From an optimization exercise on the open Yosys and OpenROAD flow, aimed at small area, a short achievable clock period and few clock cycles per item; shortcuts taken in it are not production practice.
The RTL of this run was laid out without a check of its function.
No activity file was given, so power comes from the tool's default toggle rates.

**design/flow/flow/run.sh**
```bash
#!/bin/bash
set -euo pipefail
export BUFFER_PORTS_ARGS="-buffer_cell sky130_fd_sc_hd__buf_2"
bash standard.sh > standard.log 2>&1
```
**design/flow/standard.sh**
```bash
#!/bin/bash
# synth_recipe.tcl (not shown) runs the flow's synth.tcl, then flattens the netlist and writes it again
# the make line also repeats each setting of config.mk as NAME=value (left out here)
make -C /OpenROAD-flow-scripts/flow DESIGN_CONFIG=/design/flow/config.mk WORK_HOME=/design/flow/orfs CLKGATE_MAP_FILE= SYNTH_SCRIPT=/design/flow/synth_recipe.tcl "${@:-finish}"
```
**design/flow/config.mk**
```make
export PLATFORM = sky130hd
export DESIGN_NAME = output_eval_top
export DESIGN_NICKNAME = output_eval_top
export VERILOG_FILES = /design/flow/design.v
export SDC_FILE = /design/flow/constraint.sdc
export NUM_CORES = 4
export LEC_CHECK = 0
export ABC_AREA = 1
export CAP_MARGIN = 20
export CORE_MARGIN = 2
export CORE_UTILIZATION = 40
export CTS_BUF_LIST = sky130_fd_sc_hd__clkbuf_4 sky130_fd_sc_hd__clkbuf_8
export SETUP_SLACK_MARGIN = 3.0
export SLEW_MARGIN = 20
```
**design/flow/constraint.sdc**
```tcl
create_clock -name core_clock -period 7.5 [get_ports {clk}]
set_input_delay 1.5000 -clock core_clock [delete_from_list [all_inputs] [get_ports {clk}]]
set_output_delay 1.5000 -clock core_clock [all_outputs]
set_load 0.01 [all_outputs]
```
**design/flow/design.v**
```verilog
package output_eval_pkg;
	localparam int DATA_W = 12;
	localparam int INT_BITS = 3;
	localparam int FRAC_BITS = DATA_W - INT_BITS - 1;  
	localparam int NEURONS = 4;  
	localparam int IDX_W = 2;  
	localparam int CNT_W = 8;  
	typedef logic signed [DATA_W-1:0] fxp_t;
	typedef fxp_t [NEURONS-1:0] fxp_vec_t;  
	typedef logic signed [2*DATA_W-1:0] product_t;  
	localparam fxp_t FXP_MAX = {1'b0, {(DATA_W-1){1'b1}}};
	localparam fxp_t FXP_MIN = {1'b1, {(DATA_W-1){1'b0}}};
	localparam fxp_t FXP_NEG_ONE = {{(INT_BITS+1){1'b1}}, {FRAC_BITS{1'b0}}};
	typedef struct packed {
		fxp_vec_t act;  
		fxp_vec_t deriv;  
		logic [NEURONS-1:0] label;  
	} sample_t;
	typedef struct packed {
		logic valid;  
		logic [IDX_W-1:0] idx;  
		fxp_t max_val;  
	} class_t;
	typedef struct packed {
		fxp_vec_t delta;  
		logic [IDX_W-1:0] idx;
		logic correct;  
		logic [CNT_W-1:0] count;  
	} result_t;
	localparam int SAMPLE_W = 2 * NEURONS * DATA_W + NEURONS;  
	localparam int RESULT_W = NEURONS * DATA_W + IDX_W + 1 + CNT_W;  
endpackage
`timescale 1ns/1ps
module fxp_mul (
	input logic [11:0] a_i,  
	input logic y_i,  
	input logic [11:0] d_i,  
	output logic [35:0] t_o  
);
	logic sat;  
	logic [11:8] dec;  
	logic [11:0] ap;  
	logic neg0, one0, two0;
	logic [12:0] pp0;
	logic onel0, twol0;  
	logic neg1, one1, two1;
	logic [12:0] pp1;
	logic onel1, twol1;  
	logic neg2, one2, two2;
	logic [12:0] pp2;
	logic onel2, twol2;  
	logic neg3, one3, two3;
	logic [12:0] pp3;
	logic onel3, twol3;  
	logic neg4, one4, two4;
	logic [12:0] pp4;
	logic onel4, twol4;  
	logic neg5, one5, two5;
	logic [12:0] pp5;
	logic onel5, twol5;  
	logic [12:0] sel5;
	logic [5:0] z5;  
	logic negc5;  
	logic s0, k0;
	logic s1, k1;
	logic s2, k2;
	logic s3, k3;
	logic s4, k4;
	logic s5, k5;
	logic s6, k6;
	logic s7, k7;
	logic s8, k8;
	logic s9, k9;
	logic s10, k10;
	logic s11, k11;
	logic s12, k12;
	logic s13, k13;
	logic s14, k14;
	logic s15, k15;
	logic s16, k16;
	logic s17, k17;
	logic s18, k18;
	logic s19, k19;
	logic s20, k20;
	logic s21, k21;
	logic s22, k22;
	logic s23, k23;
	logic s24, k24;
	logic s25, k25;
	logic s26, k26;
	logic s27, k27;
	logic s28, k28;
	logic s29, k29;
	logic s30, k30;
	logic s31, k31;
	logic s32, k32;
	logic s33, k33;
	logic s34, k34;
	logic s35, k35;
	logic s36, k36;
	logic s37, k37;
	logic s38, k38;
	logic s39, k39;
	logic s40, k40;
	logic s41, k41;
	logic s42, k42;
	logic s43, k43;
	logic s44, k44;
	logic s45, k45;
	logic s46, k46;
	logic s47, k47;
	logic s48, k48;
	logic s49, k49;
	logic s50, k50;
	logic s51, k51;
	logic s52, k52;
	logic s53, k53;
	logic s54, k54;
	logic [5:0] la, lb;
	logic [6:0] lg, lp;  
	logic lG0_1;
	logic lP0_1;
	logic lG0_3;
	logic lP0_3;
	logic lG0_5;
	logic lP0_5;
	logic lG1_2;
	logic lP1_2;
	logic lG1_3;
	logic lP1_3;
	logic lG1_6;
	logic lP1_6;
	logic lG2_4;
	logic lP2_4;
	logic lG2_5;
	logic lP2_5;
	logic lG2_6;
	logic lP2_6;
	logic lcarry;  
	assign sat = y_i & a_i[11] & ~a_i[10] & ~a_i[9] & ~a_i[8];
	assign dec[8] = a_i[8] ^ y_i;
	assign dec[9] = a_i[9] ^ (y_i & ~a_i[8]);
	assign dec[10] = a_i[10] ^ (y_i & ~a_i[8] & ~a_i[9]);
	assign dec[11] = a_i[11] ^ (y_i & ~a_i[8] & ~a_i[9] & ~a_i[10]);
	assign ap = {dec[11] | sat, dec[10:8] & {3{~sat}}, a_i[7:0]};
	assign neg0 = d_i[1];
	assign one0 = d_i[0] ^ 1'b0;
	assign two0 = (d_i[1] & ~d_i[0] & ~1'b0) | (~d_i[1] & d_i[0] & 1'b0);
	assign onel0 = one0 & ~sat;
	assign twol0 = two0 & ~sat;
	assign pp0[0] = ((ap[0] & onel0) | (1'b0 & twol0)) ^ neg0;
	assign pp0[1] = ((ap[1] & onel0) | (ap[0] & twol0)) ^ neg0;
	assign pp0[2] = ((ap[2] & onel0) | (ap[1] & twol0)) ^ neg0;
	assign pp0[3] = ((ap[3] & onel0) | (ap[2] & twol0)) ^ neg0;
	assign pp0[4] = ((ap[4] & onel0) | (ap[3] & twol0)) ^ neg0;
	assign pp0[5] = ((ap[5] & onel0) | (ap[4] & twol0)) ^ neg0;
	assign pp0[6] = ((ap[6] & onel0) | (ap[5] & twol0)) ^ neg0;
	assign pp0[7] = ((ap[7] & onel0) | (ap[6] & twol0)) ^ neg0;
	assign pp0[8] = ((ap[8] & one0) | (ap[7] & twol0)) ^ neg0;
	assign pp0[9] = ((ap[9] & one0) | (ap[8] & two0)) ^ neg0;
	assign pp0[10] = ((ap[10] & one0) | (ap[9] & two0)) ^ neg0;
	assign pp0[11] = ((ap[11] & one0) | (ap[10] & two0)) ^ neg0;
	assign pp0[12] = ((ap[11] & one0) | (ap[11] & two0)) ^ neg0;
	assign neg1 = d_i[3];
	assign one1 = d_i[2] ^ d_i[1];
	assign two1 = (d_i[3] & ~d_i[2] & ~d_i[1]) | (~d_i[3] & d_i[2] & d_i[1]);
	assign onel1 = one1 & ~sat;
	assign twol1 = two1 & ~sat;
	assign pp1[0] = ((ap[0] & onel1) | (1'b0 & twol1)) ^ neg1;
	assign pp1[1] = ((ap[1] & onel1) | (ap[0] & twol1)) ^ neg1;
	assign pp1[2] = ((ap[2] & onel1) | (ap[1] & twol1)) ^ neg1;
	assign pp1[3] = ((ap[3] & onel1) | (ap[2] & twol1)) ^ neg1;
	assign pp1[4] = ((ap[4] & onel1) | (ap[3] & twol1)) ^ neg1;
	assign pp1[5] = ((ap[5] & onel1) | (ap[4] & twol1)) ^ neg1;
	assign pp1[6] = ((ap[6] & onel1) | (ap[5] & twol1)) ^ neg1;
	assign pp1[7] = ((ap[7] & onel1) | (ap[6] & twol1)) ^ neg1;
	assign pp1[8] = ((ap[8] & one1) | (ap[7] & twol1)) ^ neg1;
	assign pp1[9] = ((ap[9] & one1) | (ap[8] & two1)) ^ neg1;
	assign pp1[10] = ((ap[10] & one1) | (ap[9] & two1)) ^ neg1;
	assign pp1[11] = ((ap[11] & one1) | (ap[10] & two1)) ^ neg1;
	assign pp1[12] = ((ap[11] & one1) | (ap[11] & two1)) ^ neg1;
	assign neg2 = d_i[5];
	assign one2 = d_i[4] ^ d_i[3];
	assign two2 = (d_i[5] & ~d_i[4] & ~d_i[3]) | (~d_i[5] & d_i[4] & d_i[3]);
	assign onel2 = one2 & ~sat;
	assign twol2 = two2 & ~sat;
	assign pp2[0] = ((ap[0] & onel2) | (1'b0 & twol2)) ^ neg2;
	assign pp2[1] = ((ap[1] & onel2) | (ap[0] & twol2)) ^ neg2;
	assign pp2[2] = ((ap[2] & onel2) | (ap[1] & twol2)) ^ neg2;
	assign pp2[3] = ((ap[3] & onel2) | (ap[2] & twol2)) ^ neg2;
	assign pp2[4] = ((ap[4] & onel2) | (ap[3] & twol2)) ^ neg2;
	assign pp2[5] = ((ap[5] & onel2) | (ap[4] & twol2)) ^ neg2;
	assign pp2[6] = ((ap[6] & onel2) | (ap[5] & twol2)) ^ neg2;
	assign pp2[7] = ((ap[7] & onel2) | (ap[6] & twol2)) ^ neg2;
	assign pp2[8] = ((ap[8] & one2) | (ap[7] & twol2)) ^ neg2;
	assign pp2[9] = ((ap[9] & one2) | (ap[8] & two2)) ^ neg2;
	assign pp2[10] = ((ap[10] & one2) | (ap[9] & two2)) ^ neg2;
	assign pp2[11] = ((ap[11] & one2) | (ap[10] & two2)) ^ neg2;
	assign pp2[12] = ((ap[11] & one2) | (ap[11] & two2)) ^ neg2;
	assign neg3 = d_i[7];
	assign one3 = d_i[6] ^ d_i[5];
	assign two3 = (d_i[7] & ~d_i[6] & ~d_i[5]) | (~d_i[7] & d_i[6] & d_i[5]);
	assign onel3 = one3 & ~sat;
	assign twol3 = two3 & ~sat;
	assign pp3[0] = ((ap[0] & onel3) | (1'b0 & twol3)) ^ neg3;
	assign pp3[1] = ((ap[1] & onel3) | (ap[0] & twol3)) ^ neg3;
	assign pp3[2] = ((ap[2] & onel3) | (ap[1] & twol3)) ^ neg3;
	assign pp3[3] = ((ap[3] & onel3) | (ap[2] & twol3)) ^ neg3;
	assign pp3[4] = ((ap[4] & onel3) | (ap[3] & twol3)) ^ neg3;
	assign pp3[5] = ((ap[5] & onel3) | (ap[4] & twol3)) ^ neg3;
	assign pp3[6] = ((ap[6] & onel3) | (ap[5] & twol3)) ^ neg3;
	assign pp3[7] = ((ap[7] & onel3) | (ap[6] & twol3)) ^ neg3;
	assign pp3[8] = ((ap[8] & one3) | (ap[7] & twol3)) ^ neg3;
	assign pp3[9] = ((ap[9] & one3) | (ap[8] & two3)) ^ neg3;
	assign pp3[10] = ((ap[10] & one3) | (ap[9] & two3)) ^ neg3;
	assign pp3[11] = ((ap[11] & one3) | (ap[10] & two3)) ^ neg3;
	assign pp3[12] = ((ap[11] & one3) | (ap[11] & two3)) ^ neg3;
	assign neg4 = d_i[9];
	assign one4 = d_i[8] ^ d_i[7];
	assign two4 = (d_i[9] & ~d_i[8] & ~d_i[7]) | (~d_i[9] & d_i[8] & d_i[7]);
	assign onel4 = one4 & ~sat;
	assign twol4 = two4 & ~sat;
	assign pp4[0] = ((ap[0] & onel4) | (1'b0 & twol4)) ^ neg4;
	assign pp4[1] = ((ap[1] & onel4) | (ap[0] & twol4)) ^ neg4;
	assign pp4[2] = ((ap[2] & onel4) | (ap[1] & twol4)) ^ neg4;
	assign pp4[3] = ((ap[3] & onel4) | (ap[2] & twol4)) ^ neg4;
	assign pp4[4] = ((ap[4] & onel4) | (ap[3] & twol4)) ^ neg4;
	assign pp4[5] = ((ap[5] & onel4) | (ap[4] & twol4)) ^ neg4;
	assign pp4[6] = ((ap[6] & onel4) | (ap[5] & twol4)) ^ neg4;
	assign pp4[7] = ((ap[7] & onel4) | (ap[6] & twol4)) ^ neg4;
	assign pp4[8] = ((ap[8] & one4) | (ap[7] & twol4)) ^ neg4;
	assign pp4[9] = ((ap[9] & one4) | (ap[8] & two4)) ^ neg4;
	assign pp4[10] = ((ap[10] & one4) | (ap[9] & two4)) ^ neg4;
	assign pp4[11] = ((ap[11] & one4) | (ap[10] & two4)) ^ neg4;
	assign pp4[12] = ((ap[11] & one4) | (ap[11] & two4)) ^ neg4;
	assign neg5 = d_i[11];
	assign one5 = d_i[10] ^ d_i[9];
	assign two5 = (d_i[11] & ~d_i[10] & ~d_i[9]) | (~d_i[11] & d_i[10] & d_i[9]);
	assign onel5 = one5 & ~sat;
	assign twol5 = two5 & ~sat;
	assign z5[0] = 1'b1;
	assign sel5[0] = (ap[0] & onel5) | (1'b0 & twol5);
	assign z5[1] = (~onel5 | (~ap[0])) & (~twol5 | (1'b1));
	assign pp5[0] = sel5[0] ^ (neg5 & ~z5[0]);
	assign sel5[1] = (ap[1] & onel5) | (ap[0] & twol5);
	assign z5[2] = (~onel5 | (~ap[0] & ~ap[1])) & (~twol5 | (~ap[0]));
	assign pp5[1] = sel5[1] ^ (neg5 & ~z5[1]);
	assign sel5[2] = (ap[2] & onel5) | (ap[1] & twol5);
	assign z5[3] = (~onel5 | (~ap[0] & ~ap[1] & ~ap[2])) & (~twol5 | (~ap[0] & ~ap[1]));
	assign pp5[2] = sel5[2] ^ (neg5 & ~z5[2]);
	assign sel5[3] = (ap[3] & onel5) | (ap[2] & twol5);
	assign z5[4] = (~onel5 | (~ap[0] & ~ap[1] & ~ap[2] & ~ap[3])) & (~twol5 | (~ap[0] & ~ap[1] & ~ap[2]));
	assign pp5[3] = sel5[3] ^ (neg5 & ~z5[3]);
	assign sel5[4] = (ap[4] & onel5) | (ap[3] & twol5);
	assign z5[5] = (~onel5 | (~ap[0] & ~ap[1] & ~ap[2] & ~ap[3] & ~ap[4])) & (~twol5 | (~ap[0] & ~ap[1] & ~ap[2] & ~ap[3]));
	assign pp5[4] = sel5[4] ^ (neg5 & ~z5[4]);
	assign sel5[5] = (ap[5] & onel5) | (ap[4] & twol5);
	assign pp5[5] = sel5[5] ^ neg5;
	assign sel5[6] = (ap[6] & onel5) | (ap[5] & twol5);
	assign pp5[6] = sel5[6] ^ neg5;
	assign sel5[7] = (ap[7] & onel5) | (ap[6] & twol5);
	assign pp5[7] = sel5[7] ^ neg5;
	assign sel5[8] = (ap[8] & one5) | (ap[7] & twol5);
	assign pp5[8] = sel5[8] ^ neg5;
	assign sel5[9] = (ap[9] & one5) | (ap[8] & two5);
	assign pp5[9] = sel5[9] ^ neg5;
	assign sel5[10] = (ap[10] & one5) | (ap[9] & two5);
	assign pp5[10] = sel5[10] ^ neg5;
	assign sel5[11] = (ap[11] & one5) | (ap[10] & two5);
	assign pp5[11] = sel5[11] ^ neg5;
	assign sel5[12] = (ap[11] & one5) | (ap[11] & two5);
	assign pp5[12] = sel5[12] ^ neg5;
	assign negc5 = neg5 & z5[5];
	assign s0 = pp0[6] ^ pp1[4];
	assign k0 = pp0[6] & pp1[4];
	assign s1 = pp0[7] ^ pp1[5] ^ pp2[3];
	assign k1 = (pp0[7] & pp1[5]) | (pp2[3] & (pp0[7] ^ pp1[5]));
	assign s2 = pp0[8] ^ pp1[6] ^ pp2[4];
	assign k2 = (pp0[8] & pp1[6]) | (pp2[4] & (pp0[8] ^ pp1[6]));
	assign s3 = pp3[2] ^ pp4[0];
	assign k3 = pp3[2] & pp4[0];
	assign s4 = pp0[9] ^ pp1[7] ^ pp2[5];
	assign k4 = (pp0[9] & pp1[7]) | (pp2[5] & (pp0[9] ^ pp1[7]));
	assign s5 = pp3[3] ^ pp4[1];
	assign k5 = pp3[3] & pp4[1];
	assign s6 = pp0[10] ^ pp1[8] ^ pp2[6];
	assign k6 = (pp0[10] & pp1[8]) | (pp2[6] & (pp0[10] ^ pp1[8]));
	assign s7 = pp3[4] ^ pp4[2] ^ pp5[0];
	assign k7 = (pp3[4] & pp4[2]) | (pp5[0] & (pp3[4] ^ pp4[2]));
	assign s8 = pp0[11] ^ pp1[9] ^ pp2[7];
	assign k8 = (pp0[11] & pp1[9]) | (pp2[7] & (pp0[11] ^ pp1[9]));
	assign s9 = pp3[5] ^ pp4[3] ^ pp5[1];
	assign k9 = (pp3[5] & pp4[3]) | (pp5[1] & (pp3[5] ^ pp4[3]));
	assign s10 = pp1[10] ^ pp2[8] ^ pp3[6];
	assign k10 = (pp1[10] & pp2[8]) | (pp3[6] & (pp1[10] ^ pp2[8]));
	assign s11 = pp4[4] ^ pp5[2] ^ pp0[12];
	assign k11 = (pp4[4] & pp5[2]) | (pp0[12] & (pp4[4] ^ pp5[2]));
	assign s12 = pp2[9] ^ pp3[7] ^ pp4[5];
	assign k12 = (pp2[9] & pp3[7]) | (pp4[5] & (pp2[9] ^ pp3[7]));
	assign s13 = pp5[3] ^ ~pp0[12] ^ ~pp1[11];
	assign k13 = (pp5[3] & ~pp0[12]) | (~pp1[11] & (pp5[3] ^ ~pp0[12]));
	assign s14 = ~pp1[12] ^ pp2[10] ^ pp3[8];
	assign k14 = (~pp1[12] & pp2[10]) | (pp3[8] & (~pp1[12] ^ pp2[10]));
	assign s15 = pp4[6] ^ pp5[4] ^ pp1[11];
	assign k15 = (pp4[6] & pp5[4]) | (pp1[11] & (pp4[6] ^ pp5[4]));
	assign s16 = pp2[11] ^ pp3[9] ^ pp4[7];
	assign k16 = (pp2[11] & pp3[9]) | (pp4[7] & (pp2[11] ^ pp3[9]));
	assign s17 = pp5[5] ^ negc5 ^ 1'b1;
	assign k17 = (pp5[5] & negc5) | (1'b1 & (pp5[5] ^ negc5));
	assign s18 = ~pp2[12] ^ pp3[10] ^ pp4[8];
	assign k18 = (~pp2[12] & pp3[10]) | (pp4[8] & (~pp2[12] ^ pp3[10]));
	assign s19 = pp3[11] ^ pp4[9];
	assign k19 = pp3[11] & pp4[9];
	assign s20 = pp0[4] ^ pp1[2];
	assign k20 = pp0[4] & pp1[2];
	assign s21 = pp0[5] ^ pp1[3];
	assign k21 = pp0[5] & pp1[3];
	assign s22 = pp2[2] ^ pp3[0] ^ neg3;
	assign k22 = (pp2[2] & pp3[0]) | (neg3 & (pp2[2] ^ pp3[0]));
	assign s23 = pp3[1] ^ 1'b1 ^ s1;
	assign k23 = (pp3[1] & 1'b1) | (s1 & (pp3[1] ^ 1'b1));
	assign s24 = neg4 ^ s2 ^ s3;
	assign k24 = (neg4 & s2) | (s3 & (neg4 ^ s2));
	assign s25 = s4 ^ s5 ^ k2;
	assign k25 = (s4 & s5) | (k2 & (s4 ^ s5));
	assign s26 = s6 ^ s7 ^ k4;
	assign k26 = (s6 & s7) | (k4 & (s6 ^ s7));
	assign s27 = s8 ^ s9 ^ k6;
	assign k27 = (s8 & s9) | (k6 & (s8 ^ s9));
	assign s28 = s10 ^ s11 ^ k8;
	assign k28 = (s10 & s11) | (k8 & (s10 ^ s11));
	assign s29 = s12 ^ s13 ^ k10;
	assign k29 = (s12 & s13) | (k10 & (s12 ^ s13));
	assign s30 = s14 ^ s15 ^ k12;
	assign k30 = (s14 & s15) | (k12 & (s14 ^ s15));
	assign s31 = s16 ^ s17 ^ k14;
	assign k31 = (s16 & s17) | (k14 & (s16 ^ s17));
	assign s32 = pp5[6] ^ s18 ^ k16;
	assign k32 = (pp5[6] & s18) | (k16 & (pp5[6] ^ s18));
	assign s33 = pp5[7] ^ 1'b1 ^ s19;
	assign k33 = (pp5[7] & 1'b1) | (s19 & (pp5[7] ^ 1'b1));
	assign s34 = ~pp3[12] ^ pp4[10] ^ pp5[8];
	assign k34 = (~pp3[12] & pp4[10]) | (pp5[8] & (~pp3[12] ^ pp4[10]));
	assign s35 = pp0[2] ^ pp1[0];
	assign k35 = pp0[2] & pp1[0];
	assign s36 = pp0[3] ^ pp1[1];
	assign k36 = pp0[3] & pp1[1];
	assign s37 = pp2[0] ^ neg2 ^ s20;
	assign k37 = (pp2[0] & neg2) | (s20 & (pp2[0] ^ neg2));
	assign s38 = pp2[1] ^ s21 ^ k20;
	assign k38 = (pp2[1] & s21) | (k20 & (pp2[1] ^ s21));
	assign s39 = s0 ^ s22 ^ k21;
	assign k39 = (s0 & s22) | (k21 & (s0 ^ s22));
	assign s40 = k0 ^ s23 ^ k22;
	assign k40 = (k0 & s23) | (k22 & (k0 ^ s23));
	assign s41 = k1 ^ s24 ^ k23;
	assign k41 = (k1 & s24) | (k23 & (k1 ^ s24));
	assign s42 = k3 ^ s25 ^ k24;
	assign k42 = (k3 & s25) | (k24 & (k3 ^ s25));
	assign s43 = k5 ^ s26 ^ k25;
	assign k43 = (k5 & s26) | (k25 & (k5 ^ s26));
	assign s44 = k7 ^ s27 ^ k26;
	assign k44 = (k7 & s27) | (k26 & (k7 ^ s27));
	assign s45 = k9 ^ s28 ^ k27;
	assign k45 = (k9 & s28) | (k27 & (k9 ^ s28));
	assign s46 = k11 ^ s29 ^ k28;
	assign k46 = (k11 & s29) | (k28 & (k11 ^ s29));
	assign s47 = k13 ^ s30 ^ k29;
	assign k47 = (k13 & s30) | (k29 & (k13 ^ s30));
	assign s48 = k15 ^ s31 ^ k30;
	assign k48 = (k15 & s31) | (k30 & (k15 ^ s31));
	assign s49 = k17 ^ s32 ^ k31;
	assign k49 = (k17 & s32) | (k31 & (k17 ^ s32));
	assign s50 = k18 ^ s33 ^ k32;
	assign k50 = (k18 & s33) | (k32 & (k18 ^ s33));
	assign s51 = k19 ^ s34 ^ k33;
	assign k51 = (k19 & s34) | (k33 & (k19 ^ s34));
	assign s52 = pp4[11] ^ pp5[9] ^ k34;
	assign k52 = (pp4[11] & pp5[9]) | (k34 & (pp4[11] ^ pp5[9]));
	assign s53 = ~pp4[12] ^ pp5[10] ^ 1'b1;
	assign k53 = (~pp4[12] & pp5[10]) | (1'b1 & (~pp4[12] ^ pp5[10]));
	assign s54 = pp5[11] ^ 1'b1;
	assign k54 = pp5[11] & 1'b1;
	assign la[0] = pp0[0];
	assign lb[0] = neg0;
	assign la[1] = pp0[1];
	assign lb[1] = 1'b0;
	assign la[2] = neg1;
	assign lb[2] = s35;
	assign la[3] = s36;
	assign lb[3] = k35;
	assign la[4] = s37;
	assign lb[4] = k36;
	assign la[5] = s38;
	assign lb[5] = k37;
	assign lg[0] = 1'b0;
	assign lp[0] = 1'b0;
	assign lg[1] = la[0] & lb[0];
	assign lp[1] = la[0] ^ lb[0];
	assign lg[2] = la[1] & lb[1];
	assign lp[2] = la[1] ^ lb[1];
	assign lg[3] = la[2] & lb[2];
	assign lp[3] = la[2] ^ lb[2];
	assign lg[4] = la[3] & lb[3];
	assign lp[4] = la[3] ^ lb[3];
	assign lg[5] = la[4] & lb[4];
	assign lp[5] = la[4] ^ lb[4];
	assign lg[6] = la[5] & lb[5];
	assign lp[6] = la[5] ^ lb[5];
	assign lG0_1 = lg[1] | (lp[1] & lg[0]);
	assign lP0_1 = lp[1] & lp[0];
	assign lG0_3 = lg[3] | (lp[3] & lg[2]);
	assign lP0_3 = lp[3] & lp[2];
	assign lG0_5 = lg[5] | (lp[5] & lg[4]);
	assign lP0_5 = lp[5] & lp[4];
	assign lG1_2 = lg[2] | (lp[2] & lG0_1);
	assign lP1_2 = lp[2] & lP0_1;
	assign lG1_3 = lG0_3 | (lP0_3 & lG0_1);
	assign lP1_3 = lP0_3 & lP0_1;
	assign lG1_6 = lg[6] | (lp[6] & lG0_5);
	assign lP1_6 = lp[6] & lP0_5;
	assign lG2_4 = lg[4] | (lp[4] & lG1_3);
	assign lP2_4 = lp[4] & lP1_3;
	assign lG2_5 = lG0_5 | (lP0_5 & lG1_3);
	assign lP2_5 = lP0_5 & lP1_3;
	assign lG2_6 = lG1_6 | (lP1_6 & lG1_3);
	assign lP2_6 = lP1_6 & lP1_3;
	assign lcarry = lG2_6;
	assign t_o[0] = s39;  
	assign t_o[1] = k38;  
	assign t_o[2] = s40;  
	assign t_o[3] = k39;  
	assign t_o[4] = s41;  
	assign t_o[5] = k40;  
	assign t_o[6] = s42;  
	assign t_o[7] = k41;  
	assign t_o[8] = s43;  
	assign t_o[9] = k42;  
	assign t_o[10] = s44;  
	assign t_o[11] = k43;  
	assign t_o[12] = s45;  
	assign t_o[13] = k44;  
	assign t_o[14] = s46;  
	assign t_o[15] = k45;  
	assign t_o[16] = s47;  
	assign t_o[17] = k46;  
	assign t_o[18] = s48;  
	assign t_o[19] = k47;  
	assign t_o[20] = s49;  
	assign t_o[21] = k48;  
	assign t_o[22] = s50;  
	assign t_o[23] = k49;  
	assign t_o[24] = s51;  
	assign t_o[25] = k50;  
	assign t_o[26] = s52;  
	assign t_o[27] = k51;  
	assign t_o[28] = s53;  
	assign t_o[29] = k52;  
	assign t_o[30] = s54;  
	assign t_o[31] = k53;  
	assign t_o[32] = ~pp5[12];  
	assign t_o[33] = k54;  
	assign t_o[34] = 1'b1;  
	assign t_o[35] = lcarry;  
endmodule
module fxp_mul_round (
	input logic [35:0] t_i,
	output logic [11:0] p_o
);
	logic [17:0] ra, rb;  
	logic [15:0] q;
	assign ra[0] = t_i[0];
	assign rb[0] = t_i[1];
	assign ra[1] = t_i[2];
	assign rb[1] = t_i[3];
	assign ra[2] = t_i[4];
	assign rb[2] = t_i[5];
	assign ra[3] = t_i[6];
	assign rb[3] = t_i[7];
	assign ra[4] = t_i[8];
	assign rb[4] = t_i[9];
	assign ra[5] = t_i[10];
	assign rb[5] = t_i[11];
	assign ra[6] = t_i[12];
	assign rb[6] = t_i[13];
	assign ra[7] = t_i[14];
	assign rb[7] = t_i[15];
	assign ra[8] = t_i[16];
	assign rb[8] = t_i[17];
	assign ra[9] = t_i[18];
	assign rb[9] = t_i[19];
	assign ra[10] = t_i[20];
	assign rb[10] = t_i[21];
	assign ra[11] = t_i[22];
	assign rb[11] = t_i[23];
	assign ra[12] = t_i[24];
	assign rb[12] = t_i[25];
	assign ra[13] = t_i[26];
	assign rb[13] = t_i[27];
	assign ra[14] = t_i[28];
	assign rb[14] = t_i[29];
	assign ra[15] = t_i[30];
	assign rb[15] = t_i[31];
	assign ra[16] = t_i[32];
	assign rb[16] = t_i[33];
	assign ra[17] = t_i[34];
	assign rb[17] = 1'b0;
	logic [18:0] qg, qp;  
	logic qG0_1;
	logic qP0_1;
	logic qG0_3;
	logic qP0_3;
	logic qG0_5;
	logic qP0_5;
	logic qG0_7;
	logic qP0_7;
	logic qG0_9;
	logic qP0_9;
	logic qG0_11;
	logic qP0_11;
	logic qG0_13;
	logic qP0_13;
	logic qG0_15;
	logic qP0_15;
	logic qG0_17;
	logic qP0_17;
	logic qG1_2;
	logic qP1_2;
	logic qG1_3;
	logic qP1_3;
	logic qG1_6;
	logic qP1_6;
	logic qG1_7;
	logic qP1_7;
	logic qG1_10;
	logic qP1_10;
	logic qG1_11;
	logic qP1_11;
	logic qG1_14;
	logic qP1_14;
	logic qG1_15;
	logic qP1_15;
	logic qG1_18;
	logic qP1_18;
	logic qG2_4;
	logic qP2_4;
	logic qG2_5;
	logic qP2_5;
	logic qG2_6;
	logic qP2_6;
	logic qG2_7;
	logic qP2_7;
	logic qG2_12;
	logic qP2_12;
	logic qG2_13;
	logic qP2_13;
	logic qG2_14;
	logic qP2_14;
	logic qG2_15;
	logic qP2_15;
	logic qG3_8;
	logic qP3_8;
	logic qG3_9;
	logic qP3_9;
	logic qG3_10;
	logic qP3_10;
	logic qG3_11;
	logic qP3_11;
	logic qG3_12;
	logic qP3_12;
	logic qG3_13;
	logic qP3_13;
	logic qG3_14;
	logic qP3_14;
	logic qG3_15;
	logic qP3_15;
	logic qG4_16;
	logic qP4_16;
	logic qG4_17;
	logic qP4_17;
	logic qG4_18;
	logic qP4_18;
	assign qg[0] = t_i[35];
	assign qp[0] = 1'b0;
	assign qg[1] = ra[0] & rb[0];
	assign qp[1] = ra[0] ^ rb[0];
	assign qg[2] = ra[1] & rb[1];
	assign qp[2] = ra[1] ^ rb[1];
	assign qg[3] = ra[2] & rb[2];
	assign qp[3] = ra[2] ^ rb[2];
	assign qg[4] = ra[3] & rb[3];
	assign qp[4] = ra[3] ^ rb[3];
	assign qg[5] = ra[4] & rb[4];
	assign qp[5] = ra[4] ^ rb[4];
	assign qg[6] = ra[5] & rb[5];
	assign qp[6] = ra[5] ^ rb[5];
	assign qg[7] = ra[6] & rb[6];
	assign qp[7] = ra[6] ^ rb[6];
	assign qg[8] = ra[7] & rb[7];
	assign qp[8] = ra[7] ^ rb[7];
	assign qg[9] = ra[8] & rb[8];
	assign qp[9] = ra[8] ^ rb[8];
	assign qg[10] = ra[9] & rb[9];
	assign qp[10] = ra[9] ^ rb[9];
	assign qg[11] = ra[10] & rb[10];
	assign qp[11] = ra[10] ^ rb[10];
	assign qg[12] = ra[11] & rb[11];
	assign qp[12] = ra[11] ^ rb[11];
	assign qg[13] = ra[12] & rb[12];
	assign qp[13] = ra[12] ^ rb[12];
	assign qg[14] = ra[13] & rb[13];
	assign qp[14] = ra[13] ^ rb[13];
	assign qg[15] = ra[14] & rb[14];
	assign qp[15] = ra[14] ^ rb[14];
	assign qg[16] = ra[15] & rb[15];
	assign qp[16] = ra[15] ^ rb[15];
	assign qg[17] = ra[16] & rb[16];
	assign qp[17] = ra[16] ^ rb[16];
	assign qg[18] = ra[17] & rb[17];
	assign qp[18] = ra[17] ^ rb[17];
	assign qG0_1 = qg[1] | (qp[1] & qg[0]);
	assign qP0_1 = qp[1] & qp[0];
	assign qG0_3 = qg[3] | (qp[3] & qg[2]);
	assign qP0_3 = qp[3] & qp[2];
	assign qG0_5 = qg[5] | (qp[5] & qg[4]);
	assign qP0_5 = qp[5] & qp[4];
	assign qG0_7 = qg[7] | (qp[7] & qg[6]);
	assign qP0_7 = qp[7] & qp[6];
	assign qG0_9 = qg[9] | (qp[9] & qg[8]);
	assign qP0_9 = qp[9] & qp[8];
	assign qG0_11 = qg[11] | (qp[11] & qg[10]);
	assign qP0_11 = qp[11] & qp[10];
	assign qG0_13 = qg[13] | (qp[13] & qg[12]);
	assign qP0_13 = qp[13] & qp[12];
	assign qG0_15 = qg[15] | (qp[15] & qg[14]);
	assign qP0_15 = qp[15] & qp[14];
	assign qG0_17 = qg[17] | (qp[17] & qg[16]);
	assign qP0_17 = qp[17] & qp[16];
	assign qG1_2 = qg[2] | (qp[2] & qG0_1);
	assign qP1_2 = qp[2] & qP0_1;
	assign qG1_3 = qG0_3 | (qP0_3 & qG0_1);
	assign qP1_3 = qP0_3 & qP0_1;
	assign qG1_6 = qg[6] | (qp[6] & qG0_5);
	assign qP1_6 = qp[6] & qP0_5;
	assign qG1_7 = qG0_7 | (qP0_7 & qG0_5);
	assign qP1_7 = qP0_7 & qP0_5;
	assign qG1_10 = qg[10] | (qp[10] & qG0_9);
	assign qP1_10 = qp[10] & qP0_9;
	assign qG1_11 = qG0_11 | (qP0_11 & qG0_9);
	assign qP1_11 = qP0_11 & qP0_9;
	assign qG1_14 = qg[14] | (qp[14] & qG0_13);
	assign qP1_14 = qp[14] & qP0_13;
	assign qG1_15 = qG0_15 | (qP0_15 & qG0_13);
	assign qP1_15 = qP0_15 & qP0_13;
	assign qG1_18 = qg[18] | (qp[18] & qG0_17);
	assign qP1_18 = qp[18] & qP0_17;
	assign qG2_4 = qg[4] | (qp[4] & qG1_3);
	assign qP2_4 = qp[4] & qP1_3;
	assign qG2_5 = qG0_5 | (qP0_5 & qG1_3);
	assign qP2_5 = qP0_5 & qP1_3;
	assign qG2_6 = qG1_6 | (qP1_6 & qG1_3);
	assign qP2_6 = qP1_6 & qP1_3;
	assign qG2_7 = qG1_7 | (qP1_7 & qG1_3);
	assign qP2_7 = qP1_7 & qP1_3;
	assign qG2_12 = qg[12] | (qp[12] & qG1_11);
	assign qP2_12 = qp[12] & qP1_11;
	assign qG2_13 = qG0_13 | (qP0_13 & qG1_11);
	assign qP2_13 = qP0_13 & qP1_11;
	assign qG2_14 = qG1_14 | (qP1_14 & qG1_11);
	assign qP2_14 = qP1_14 & qP1_11;
	assign qG2_15 = qG1_15 | (qP1_15 & qG1_11);
	assign qP2_15 = qP1_15 & qP1_11;
	assign qG3_8 = qg[8] | (qp[8] & qG2_7);
	assign qP3_8 = qp[8] & qP2_7;
	assign qG3_9 = qG0_9 | (qP0_9 & qG2_7);
	assign qP3_9 = qP0_9 & qP2_7;
	assign qG3_10 = qG1_10 | (qP1_10 & qG2_7);
	assign qP3_10 = qP1_10 & qP2_7;
	assign qG3_11 = qG1_11 | (qP1_11 & qG2_7);
	assign qP3_11 = qP1_11 & qP2_7;
	assign qG3_12 = qG2_12 | (qP2_12 & qG2_7);
	assign qP3_12 = qP2_12 & qP2_7;
	assign qG3_13 = qG2_13 | (qP2_13 & qG2_7);
	assign qP3_13 = qP2_13 & qP2_7;
	assign qG3_14 = qG2_14 | (qP2_14 & qG2_7);
	assign qP3_14 = qP2_14 & qP2_7;
	assign qG3_15 = qG2_15 | (qP2_15 & qG2_7);
	assign qP3_15 = qP2_15 & qP2_7;
	assign qG4_16 = qg[16] | (qp[16] & qG3_15);
	assign qP4_16 = qp[16] & qP3_15;
	assign qG4_17 = qG0_17 | (qP0_17 & qG3_15);
	assign qP4_17 = qP0_17 & qP3_15;
	assign qG4_18 = qG1_18 | (qP1_18 & qG3_15);
	assign qP4_18 = qP1_18 & qP3_15;
	assign q[0] = qp[3] ^ qG1_2;
	assign q[1] = qp[4] ^ qG1_3;
	assign q[2] = qp[5] ^ qG2_4;
	assign q[3] = qp[6] ^ qG2_5;
	assign q[4] = qp[7] ^ qG2_6;
	assign q[5] = qp[8] ^ qG2_7;
	assign q[6] = qp[9] ^ qG3_8;
	assign q[7] = qp[10] ^ qG3_9;
	assign q[8] = qp[11] ^ qG3_10;
	assign q[9] = qp[12] ^ qG3_11;
	assign q[10] = qp[13] ^ qG3_12;
	assign q[11] = qp[14] ^ qG3_13;
	assign q[12] = qp[15] ^ qG3_14;
	assign q[13] = qp[16] ^ qG3_15;
	assign q[14] = qp[17] ^ qG4_16;
	assign q[15] = qp[18] ^ qG4_17;
	logic hi_ok;  
	logic in_range;  
	assign hi_ok = ((ra[15] ^ rb[15]) == (ra[14] | rb[14])) &
		((ra[16] ^ rb[16]) == (ra[15] | rb[15])) &
		((ra[17] ^ rb[17]) == (ra[16] | rb[16]));
	assign in_range = hi_ok & (qG3_14 == (ra[14] ^ rb[14]));
	assign p_o = in_range ? {~q[11], q[10:0]} :
		(q[15] ? 12'h800 : 12'h7ff);
endmodule
`timescale 1ns/1ps
module output_eval_top (
	input logic clk,
	input logic reset,
	input logic wb_cyc_i,
	input logic wb_stb_i,
	input logic wb_we_i,
	input logic [99:0] wb_dat_i,
	output logic [58:0] wb_dat_o,
	output logic wb_ack_o
);
	localparam int TB = 36;  
	logic wr;  
	logic rd;  
	logic held_q;  
	logic [7:0] count_q;
	logic [1:0] idx_q;
	logic correct_q;
	logic [4*TB-1:0] t_q;  
	logic [4*TB-1:0] t_d;
	logic [47:0] delta;
	logic signed [11:0] act [4];  
	logic [3:0] win;  
	logic [1:0] idx_d;
	logic hit;
	assign wr = wb_cyc_i && wb_stb_i && wb_we_i;
	assign rd = wb_cyc_i && wb_stb_i && !wb_we_i && held_q;
	assign wb_ack_o = wr || rd;
	for (genvar g = 0; g < 4; g++) begin : g_neuron
		assign act[g] = wb_dat_i[52 + 12*g +: 12];
		fxp_mul u_mul (
			.a_i(act[g]),
			.y_i(wb_dat_i[g]),
			.d_i(wb_dat_i[4 + 12*g +: 12]),
			.t_o(t_d[TB*g +: TB])
		);
		fxp_mul_round u_round (
			.t_i(t_q[TB*g +: TB]),
			.p_o(delta[12*g +: 12])
		);
	end
	logic ge01, ge02, ge03, ge12, ge13, ge23;
	assign ge01 = act[0] >= act[1];
	assign ge02 = act[0] >= act[2];
	assign ge03 = act[0] >= act[3];
	assign ge12 = act[1] >= act[2];
	assign ge13 = act[1] >= act[3];
	assign ge23 = act[2] >= act[3];
	assign win[0] = ge01 && ge02 && ge03;
	assign win[1] = !ge01 && ge12 && ge13;
	assign win[2] = !ge02 && !ge12 && ge23;
	assign win[3] = !ge03 && !ge13 && !ge23;
	assign idx_d = {win[2] || win[3], win[1] || win[3]};
	assign hit = |(win & wb_dat_i[3:0]);
	always_ff @(posedge clk or posedge reset) begin
		if (reset) begin
			held_q <= 1'b0;
		end else if (wr) begin
			held_q <= 1'b1;
		end
	end
	always_ff @(posedge clk or posedge reset) begin
		if (reset) begin
			count_q <= '0;
		end else if (wr && hit) begin
			count_q <= count_q + 8'd1;
		end
	end
	always_ff @(posedge clk) begin
		if (wr) begin
			t_q <= t_d;
			idx_q <= idx_d;
			correct_q <= hit;
		end
	end
	assign wb_dat_o = {delta, idx_q, correct_q, count_q};
endmodule
```
==> run_results.csv <==
group,metric,value,unit
yosys,synth_area_leader_cell,"edfxtp_1",
finish,final_area,24700,sq um
yosys,yosys.area.top_type_share,0.194,
power_and_ir_drop,seq_power_share,0.249,
worst_setup_path,end_kind,"flip-flop",
worst_setup_path,crit_type,"input pin to flip-flop",
yosys,syn-num-nets,3166,
sta,slew_viol_final,0,
yosys,synth_edf_count,143,
yosys,yosysUniqueCellTypes,64,
worst_setup_path,critPathSlowestCell,"fa_1",
status,status,"timing/DRC/antenna clean",
detailed_routing,vias,18705,
worst_setup_path,critPathMaxStageDelay,520,ps
sta,final.period_utilization,0.595,
floorplan,fp.dieW,239,microns
power_and_ir_drop,fin_total_pwr,5.34,mW
power_and_ir_drop,power.share.switching,0.446,
clock_tree,htree_levels,4,
worst_setup_path,critPathLaunchType,"input pin",
yosys,yosys.cell_count.top_type,"inv_1",
power_and_ir_drop,clkPwrFrac,0.142,
sta,fin_crit,4460,ps
finish,stdcell_count,3578,
detailed_routing,via_per_inst,5.23,
finish,final_util,0.449,
global_route,grt_max_degree,153,
place,placed_area,23700,sq um
floorplan,fp.dieArea,57300,sq um
worst_setup_path,crit_required,7800,ps
power_and_ir_drop,ir_drop,0.139,mV
global_route,grt_pass1_vias,18512,
yosys,netlist_area,22200,sq um
global_route,grt_overflow,0,
yosys,ys_warn_count,3,
yosys,ys.flop_type,"edfxtp_1",
detailed_routing,drcViolationCount,0,
yosys,ys_top_cells_by_area,"edfxtp_1, fa_1, ha_1, xor2_1, inv_1",
power_and_ir_drop,cellInternalPower,2.96,mW
power_and_ir_drop,power.density,216,nW/um^2
power_and_ir_drop,combPwrFrac,0.608,
worst_setup_path,crit_family,"adder cells",
worst_setup_path,crit_path_cell_trace,"buf_2, nand2_1, o21ai_0, nand2_1, o22ai_1, xor2_1, fa_1, fa_1, inv_1, fa_1",
floorplan,ioPinCount,165,
power_and_ir_drop,p_leak,12.1,nW
detailed_routing,drtAntennaViolNets,0,
sta,worst_slew_pin_slew,879,ps
min_path,min_path_type,"flip-flop to flip-flop",
sta,hold_ws,475,ps
flow_run,drv_cap,0,
sta,slew_headroom,0.414,
worst_setup_path,crit_fanout,10,
place,post-place-ws,2270,ps
yosys,synthArstFlopShare,0.0592,
yosys,ys_seq_elements,152,
worst_setup_path,crit_path_frequent_cell,"fa_1",
sta,fin_ws,3040,ps
clock_tree,ctsRootBufferMaster,"clkbuf_8",
power_and_ir_drop,p_sw,2.38,mW
finish,syn_to_final_growth,11.3,%
floorplan,rows,86,
clock_tree,clk_pin_slew,100,ps
floorplan,core_area,55000,sq um
sta,max_freq,0.224,GHz
finish,drive_gt1_frac,0.158,
clock_tree,numCtsBuffers,17,
detailed_routing,drt_iter0_drc,1324,
floorplan,start_util,0.403,
yosys,synth_area_per_cell,8.33,sq um
place,gp_congestion,0.941,
detailed_routing,routed_wl,63.1,mm
clock_tree,cts_buffer_depth,2,
worst_setup_path,cp.buffers_inverters,2,
floorplan,dieHeight,239,microns
yosys,synth_commonest_cells,"inv_1, nand2_1, xor2_1",
sta,rsz0062_at_grt,"yes",
global_route,grtUsageTotal,0.223,
place,port_buffers,164,
clock_tree,clk_latency,570,ps
sta,fin_tns_setup,0,ps
clock_tree,cts_tree,"yes",
yosys,yosysSeqAreaShare,0.204,
global_route,grt_pass1_wl,98.7,mm
finish,layout.nets,3314,
sta,finalHoldViolCount,0,
sta,setup_viol,0,
place,dp_hpwl,49.8,mm
sta,skew,8.58,ps
worst_setup_path,crit_arrival,4760,ps
detailed_routing,drt-wirelength-per-cell,17.6,microns
detailed_routing,dr.pass1.iters,5,
yosys,synth_cells,2664,
clock_tree,clock-sinks,152,
global_route,antenna_found_initial,13,
place,place_inst,3514,
-- worst register-to-register path, delay by kind of cell (launching register included) --
| kind | cells | cell delay (ps) |
|---|---|---|
| DFF | 1 | 440 |
| xor gates and xnor gates | 1 | 170 |
| and+or+nand+nor | 3 | 330 |
| adders and majority gates | 1 | 240 |
-- kinds of logic after synthesis --
| group | Yosys count | synth area share |
|---|---|---|
| muxes | 4 | 0.00181 |
| and+or+nand+nor | 750 | 0.152 |
| AOI/OAI and AO/OA | 473 | 0.135 |
| adders and majority gates | 397 | 0.281 |
| buffers and inverters | 583 | 0.106 |
| DFF | 152 | 0.204 |
| xor gates and xnor gates | 305 | 0.120 |
-- layer usage --
layer / global-route usage / vias up / routed length (microns)
met4: 0.0858 / 14 / 1720
li1: - / 9012 / -
met1: 0.288 / 8952 / 27400
met5: 0 / - / 98
met3: 0.0409 / 118 / 4020
met2: 0.370 / 609 / 29900
-- power by group through the flow --
stage	Clock (mW)	Combinational [mW]	Sequential, mW
after floorplan	0	2.33	1.34
after global placement	0	3.08	1.35
after detailed placement	0	3.17	1.35
after CTS	0.792	3.19	1.33
after global routing	0.815	3.77	1.35
final	0.759	3.25	1.33
-- cell usage in the layout (no fill, tap or decap), types with 7 or more instances in the layout --
cell      netlist  final
inv_1         460    455
nand2_1       443    423
xor2_1        281    278
ha_1          229    221
o22ai_1       203    201
fa_1          168    168
buf_2           9    162
edfxtp_1      143    143
nor2_1        141    133
o21ai_0        94     74
a21oi_1        66     66
nand2_2        34     49
nand3_1        49     49
inv_2          32     26
xnor2_1        24     24
a211oi_1       28     24
buf_4          12     22
o21ai_2        14     21
o21ai_1         8     20
clkinv_1       22     20
clkbuf_8        0     17
a21o_1         16     16
nor2_2         12     15
nand4_1        15     15
nor2_4          4      9
dfrtp_1         9      9
nand4_2         8      8
nand2_4         4      8
nor3_1          8      8
a21oi_2         9      7
nand3_4         5      7
clkinv_4        2      7
ha_2            0      7
-- worst paths after layout --
check	startpoint	to	slack (ps)	cells after the start
worst min register to register	held_q$_DFFE_PP0P_	held_q$_DFFE_PP0P_	470	2
min in group asynchronous	reset	held_q$_DFFE_PP0P_	870	2
worst max register to register	count_q[0]$_DFFE_PP0P_	count_q[6]$_DFFE_PP0P_	6270	5
worst max-delay path	wb_dat_i[35]	t_q[80]$_DFFE_PP_	3040	10
worst min-delay path	held_q$_DFFE_PP0P_	held_q$_DFFE_PP0P_	470	2
max in group asynchronous	reset	count_q[2]$_DFFE_PP0P_	6360	2
-- what timing repair did --
action	CTS	global route
pin swaps	0	17
endpoints found under the setup margin	16	98
gates cloned	0	3
buffers inserted	3	21
hold buffers	0	0
gates resized for setup	3	98
endpoints found under the hold margin	0	0
-- cell type report --
type                            instances  area [sq um]
Antenna cell                            6          15.0
Clock buffer                           19           249
Clock inverter                         12           200
Fill cell                            5530         30300
Inverter                              520          2030
Multi-Input combinational cell       1932         15700
Sequential cell                       152          4520
Tap cell                              748           936
Timing Repair Buffer                  189          1030
-- sequential cells by signal (all words and copies together) (netlist names) --
| signal | cells |
|---|---|
| correct_q | 1 |
| count_q | 8 |
| held_q | 1 |
| idx_q | 2 |
| t_q | 140 |

## separate check: timing with driven ports
The flow's constraints put no driver on any port. The routed layout listed below was extracted and timed again, unchanged, in two steps. Step 1, drivers: a clkbuf_16 drives clk and a buf_2 each remaining input, both assumed. Step 2 times the ports against the registers' clock, not the clock port: input delays grow and output delays shrink by t, the midpoint of the rising clock arrivals with the driver on. a / b / c = ideal / step 1 / step 2; a / b = the first two.
shift t [ns]: 0.613
setup slack, ns: 3.040 / 3.035 / 2.422
worst slew at a driven data input, ns: 0.12
After both steps setup and hold are still met in this run. The setup slack of this run moves by -0.005 ns with the drivers and by -0.618 ns with both steps.
